This is an optimization exercise on Yosys and OpenROAD, whose aim is small area, not a production implementation.
In this exercise RTL edits were held to simulation tests only and were not proved equivalent to the original.
No activity file was given, so power comes from the tool's default toggle rates.

run A:
// stick_top
module stick_top #(
	parameter int NUM_CH   = 4,
	parameter int SYNC_BIT = 11
) (
	input  logic                     i_sysclk,
	input  logic                     i_phy_rst_n,
	input  logic                     i_cmd_valid,
	input  logic [31:0]              i_cmd,		 
	input  logic [NUM_CH*12-1:0]     i_adc,
	output logic                     o_msync_n,
	output logic [2:0]               o_hpwon,
	output logic [NUM_CH-1:0]        o_pdwn,
	output logic [NUM_CH-1:0]        o_phase_a,
	output logic [NUM_CH-1:0]        o_phase_b_n,
	output logic [NUM_CH-1:0]        o_phase_c,
	output logic [NUM_CH-1:0]        o_phase_d_n,
	output logic [NUM_CH-1:0]        o_nenz,
	output logic [NUM_CH-1:0]        o_acq_valid,
	output logic [NUM_CH-1:0]        o_acq_cmpl,
	output logic [NUM_CH-1:0]        o_en,
	output logic [NUM_CH-1:0]        o_doffs,
	output logic [NUM_CH-1:0]        o_soffs_n,
	output logic [NUM_CH*20-1:0]     o_acq_word	 
);
Size: roughly 2,100 cells after synthesis, roughly 210 I/O pins, about 28,000 um^2 of cells after synthesis.
export LEC_CHECK = 0
export CAP_MARGIN = 20
export CORE_MARGIN = 2
export CORE_UTILIZATION = 40
export CTS_CLUSTER_DIAMETER = 70
export CTS_CLUSTER_SIZE = 30
export SLEW_MARGIN = 20
create_clock -name core_clock -period 6.0 [get_ports {i_sysclk}]
standard.sh (not shown) runs the stock make flow with config.mk's settings and CLKGATE_MAP_FILE= SYNTH_SCRIPT=/design/flow/synth_recipe.tcl, a recipe that flattens the netlist after the stock synthesis.
==> flow/flow/run.sh <==
#!/bin/bash
# The standard layout, with each port buffered by the smallest buffer
# (sky130_fd_sc_hd__buf_1) in place of the delay buffer buffer_ports picks
# on its own. make's full output goes to finish.log in this folder; the tools'
# own logs are under orfs/logs/.
set -euo pipefail
bash standard.sh finish "BUFFER_PORTS_ARGS=-buffer_cell sky130_fd_sc_hd__buf_1" > finish.log 2>&1
Looking at the reports, run A completed the entire flow and the layout it produced met the timing, design-rule and antenna checks.
Changes in run B relative to run A:
- changing CORE_UTILIZATION from 40 to 65
- changing CTS_CLUSTER_DIAMETER from 70 to 45
- setting PLACE_DENSITY to 0.75 for the first time
- changing CTS_CLUSTER_SIZE from 30 to 16
- setting CTS_BUF_LIST to sky130_fd_sc_hd__clkbuf_8 for the first time
Findings:
Run B vs run A: final cell count down
Placeable core area: lower on run B
Compared with run A, run B shows full die area lower by 38%.
Run B: number of buffer and inverter stages on the critical path is 1 lower than what run A reported.
Diff run A -> run B: portion of total power attributed to combinational logic increased 0.4 points; cell total after placement decreased about 11%.
Side by side, final critical-path share of the clock period turned out lower in run B than in run A.
Diff run A -> run B | proportion of power drawn by the clock network | decrease of 0.8 points
The clock skew after layout reported for run B is smaller than that of run A by 0.0030 ns.
Run B ended with more worst setup slack than run A.
For run C, these inputs were changed with respect to run B:
- CTS_CLUSTER_DIAMETER now 60, was 45
- PLACE_DENSITY no longer set, was 0.75
- CORE_UTILIZATION now 40, was 65
- CTS_CLUSTER_SIZE now 18, was 16
[summary]
On post-layout instance count excluding filler cells: between run C and run B, it ends up lower for run B.
Compared with run B, run C shows a final cycle utilization of the critical path that is 0.40 points lower.
Looking at critical path depth, run C sits above run B.
Full die area (run B / run C): 0.62
Sort run C and run B by proportion of cell area occupied by registers, descending, and run B comes first.
Global-route usage was higher in the run labelled run B.
Edits applied to the flow inputs when going from run C to run D:
- CORE_UTILIZATION changed from 40 to 65
- CTS_CLUSTER_SIZE changed from 18 to 20
- PLACE_DENSITY newly set to 0.75
- CTS_CLUSTER_DIAMETER changed from 60 to 50
Notes after the runs:
Run D ended up with in -> async as its type of the tightest min-delay check; run C ended up with reg -> reg. Compared with run C, die span in y in run D decreased by more than 10%. Summary of run D over run C: final area went down by about 1.3%, number of buffers created by CTS went up by about 2%.

========
Setup of run 1:
stick_top again, from the RTL that the note above started with.
==> flow/config.mk <==
export PLATFORM = sky130hd
export DESIGN_NAME = stick_top
export DESIGN_NICKNAME = stick_top
export VERILOG_FILES = /design/flow/design.v
export SDC_FILE = /design/flow/constraint.sdc
export NUM_CORES = 4
export LEC_CHECK = 0
export CAP_MARGIN = 20
export CORE_MARGIN = 2
export CORE_UTILIZATION = 65
export CTS_CLUSTER_DIAMETER = 45
export CTS_CLUSTER_SIZE = 35
export PLACE_DENSITY = 0.75
export SLEW_MARGIN = 20
==> flow/constraint.sdc <==
create_clock -name core_clock -period 6.0 [get_ports {i_sysclk}]
set_input_delay 1.2000 -clock core_clock [delete_from_list [all_inputs] [get_ports {i_sysclk}]]
set_output_delay 1.2000 -clock core_clock [all_outputs]
set_load 0.01 [all_outputs]
Scripts as last shown in full above: flow/flow/run.sh
Changes in run 2 relative to run 1:
- CORE_UTILIZATION: 65 -> 50
- CTS_BUF_LIST: unset -> sky130_fd_sc_hd__clkbuf_8
- CTS_CLUSTER_SIZE: 35 -> 16
- CTS_CLUSTER_DIAMETER: 45 -> 60
- PLACE_DENSITY: 0.75 -> unset
==> comparison <==
- Going from run 1 to run 2, clock network contribution to total cell area shrinks by 3.6 points.
- Run 2 has instance count on the critical path above what run 1 had.
- Run 1 → run 2: via count of the first global-routing pass down 3.3%, total length of routed wires higher.
- Run 2 vs. run 1: cell area went down by 2.9%.
- Die area (run 1 / run 2): 0.77
- Run 2 vs run 1: routed length on met3 down
- Comparing run 2 and run 1, the lower overall routing resource usage was measured on run 2.
- | routed length per instance | higher: run 1 |
- Run 2 ends up with higher number of buffers outside the clock class in the layout than run 1 does.
The following lists how run 3 was set up differently from run 2:
- swapping 50 for 40 in CORE_UTILIZATION
[summary]
- Run 3 against run 2: clock buffer instance count of the final layout increased 2, buffer share of cell area ~0 delta, clock network fraction of design power now sits higher, peak supply drop lower.
- Run 2 has a lower final cell count without fillers than run 3.
- The clock skew reported for run 3 is greater than that of run 2 by 0.018 ns.
- Delta (run 3 minus run 2): core outline area went up by about 25%; worst setup slack after layout increased by 0.060 ns relative to the old numbers; number of antenna diodes went up by 2.
What run 4 does differently from run 3 at the input level:
- a deleted CTS_BUF_LIST that had been sky130_fd_sc_hd__clkbuf_8
- a change of CTS_CLUSTER_SIZE from 16 to 25
- an added PLACE_DENSITY of 0.75
- a change of CORE_UTILIZATION from 40 to 65
==> flow/run.sh (new file) <==
#!/bin/bash
# synth_recipe.tcl (not shown) runs the flow's synth.tcl, then flattens the netlist and writes it again
# the make line also repeats each setting of config.mk as NAME=value (left out here)
make -C /OpenROAD-flow-scripts/flow DESIGN_CONFIG=/design/flow/config.mk WORK_HOME=/design/flow/orfs CLKGATE_MAP_FILE= SYNTH_SCRIPT=/design/flow/synth_recipe.tcl finish
removed: flow/flow/run.sh
removed: flow/standard.sh
The multi-input combinational cell area in run 4 sits 0.78% above the value recorded for run 3.
Between run 4 and run 3, it is run 4 whose global-route usage is higher, by 10 points.
Layout clock buffer count (lower): run 4
The growth of design area from synthesis to finish in run 4 was higher than what run 3 gave.
Of run 3 and run 4, the higher net switching power belongs to run 4.
| number of tapcells | run 4 vs run 3 | 355 lower |

========
stick_top, a different RTL version from the one above (not shown whole).
Size: about 2,300 cells after synthesis, ~660 flip-flops, roughly 30,000 um^2 of cells after synthesis.
Settings: LEC_CHECK=0, CAP_MARGIN=20, CORE_MARGIN=2, CORE_UTILIZATION=40, CTS_CLUSTER_DIAMETER=40, CTS_CLUSTER_SIZE=32, SLEW_MARGIN=20; clock period 6.0 ns.
run.sh (not shown) runs the stock make flow with config.mk's settings and CLKGATE_MAP_FILE= SYNTH_SCRIPT=/design/flow/synth_recipe.tcl, a recipe that flattens the netlist after the stock synthesis.
Stock flow here: none of the scripts above is used.
The baseline went through all stages and came out clean.
Then changed:
Settings changed: CTS_CLUSTER_DIAMETER 40 to 60, CTS_CLUSTER_SIZE 32 to 25.
Global-route usage is lower by 0.37 points.
Final cell count drops by a few percent.
Count of clock-buffer cells in the layout goes down by 59.
Die area does not change.
Power decreases by about a fifth.
Setup slack degrades by 0.033 ns.
Sequential cell count does not change.
Non-clock buffer count is unchanged.
Clock skew is lower by 0.0094 ns.
Then changed:
Settings changed: CTS_CLUSTER_SIZE 25 to 30.
The new run passed the timing, design-rule and antenna checks.
Global-route usage stays flat.
Cell area barely changes.
Hold slack barely changes.
First-iteration DRC count went down by 4.5%.
Power goes up by 0.36%.
Core utilization is about the same.
Setup slack improved by 0.0084 ns.

========
pepper:
RTL: one of the versions met above, not the one the previous note started from.
Size: about 660 flip-flops, roughly 210 I/O pins, ~28000 µm² of cells after synthesis.
clock: 6.0 ns
lec_check: 0
cap_margin: 20
core_margin: 2
core_utilization: 40
cts_cluster_diameter: 60
cts_cluster_size: 25
gpl_routability_driven: 0
gpl_timing_driven: 0
slew_margin: 20
standard.sh (not shown) runs the stock make flow with config.mk's settings and CLKGATE_MAP_FILE= SYNTH_SCRIPT=/design/flow/synth_recipe.tcl, a recipe that flattens the netlist after the stock synthesis.
==> flow/flow/run.sh <==
#!/bin/bash
# The standard layout, with each port buffered by the smallest buffer
# (sky130_fd_sc_hd__buf_1) in place of the delay buffer buffer_ports picks
# on its own. make's full output goes to finish.log in this folder; the tools'
# own logs are under orfs/logs/.
set -euo pipefail
bash standard.sh finish "BUFFER_PORTS_ARGS=-buffer_cell sky130_fd_sc_hd__buf_1" > finish.log 2>&1
pepper: PASS, flow complete, no timing, DRC or antenna violations
Input-level comparison between juniper and pepper:
- a deleted GPL_TIMING_DRIVEN that had been 0
- a deleted GPL_ROUTABILITY_DRIVEN that had been 0
- Sequential share of cell area delta for juniper relative to pepper: 1.1 points higher
- juniper gives less initial antenna violation count than pepper did.
- Min global-route usage across pepper and juniper: juniper
- Relative to pepper, the count of buffer and inverter cells on the critical path of juniper is higher by 1.
- Required time of the critical path ended up 0.19 ns lower on juniper than on pepper.
- Met2 routing resource usage after global routing: juniper vs pepper down 0.47 points
- On area added between synthesis and finish, the lower figure sits with juniper, not pepper.
The inputs of ember differ from those of juniper as listed below.
- CAP_MARGIN changed from 20 to 5
- CTS_CLUSTER_SIZE changed from 25 to 16
- SLEW_MARGIN changed from 20 to 5
- CTS_BUF_LIST newly set to sky130_fd_sc_hd__clkbuf_8
--- outcome ---
ember reached the end of the flow, and the finished layout is clean on the timing, design-rule and antenna checks.
Going from juniper to ember, global-route usage ~0 delta, clock period minus worst slack moved down, total wirelength of the detailed-routed design now sits lower, relative slew slack shows a reduction of 1.1 points, detailed route wirelength on metal3 went up by about 17%.
The more densely filled core belongs to juniper, not ember.
ember: worst setup margin is 0.070 ns higher than what juniper reported.
juniper has higher cell area after layout than ember.
The cell count in ember sits 0.30% above the value recorded for juniper.
Per the comparison of ember with juniper, number of core rows closely matched the old numbers, power density normalized to cell area fell by 5.0%.

[static timing again, ports no longer ideal]
How much do the figures lean on ideal ports? The routed layouts below were timed once more, with nothing changed but the port constraints. Step 1 (the two cells are an assumption about what drives the block):
set clk [get_ports {i_sysclk}]
set_driving_cell -lib_cell sky130_fd_sc_hd__clkbuf_16 $clk
set_driving_cell -lib_cell sky130_fd_sc_hd__buf_2 [delete_from_list [all_inputs] $clk]
Step 2, shift: input delay + t, output delay - t, t = (earliest + latest rising clock arrival at the registers) / 2. This alone moves slack from input paths to output paths. Slacks: ideal ports / drivers / drivers and shift; pairs: ideal ports / drivers.
| run | t (ns) | setup slack, ns | worst data-port slew with drivers (ns) |
|---|---|---|---|
| run A | 0.641 | 0.262 / 0.295 / -0.346 | 0.07 |
| run B | 0.726 | 0.307 / 0.334 / -0.392 | 0.06 |
| run C | 0.711 | 0.331 / 0.360 / -0.351 | 0.07 |
| run D | 0.708 | 0.337 / 0.352 / -0.343 | 0.06 |
| run 1 | 0.684 | 0.322 / 0.353 / -0.332 | 0.06 |
| run 2 | 0.720 | 0.270 / 0.309 / -0.411 | 0.07 |
| run 3 | 0.712 | 0.330 / 0.357 / -0.355 | 0.07 |
| run 4 | 0.633 | 0.257 / 0.277 / -0.341 | 0.06 |
| the first run of note 3 | 0.697 | 0.315 / 0.323 / -0.336 | 0.07 |
| the second run of note 3 | 0.671 | 0.282 / 0.322 / -0.343 | 0.07 |
| the third run of note 3 | 0.676 | 0.290 / 0.322 / -0.344 | 0.06 |
| pepper | 0.649 | 0.283 / 0.296 / -0.353 | 0.07 |
| juniper | 0.652 | 0.260 / 0.287 / -0.365 | 0.06 |
| ember | 0.712 | 0.330 / 0.357 / -0.355 | 0.07 |
With both steps, setup timing fails in every run listed, where it was met with ideal ports. The setup slack of run B, which loses most, moves by +0.027 ns with the drivers and by -0.699 ns with both steps.
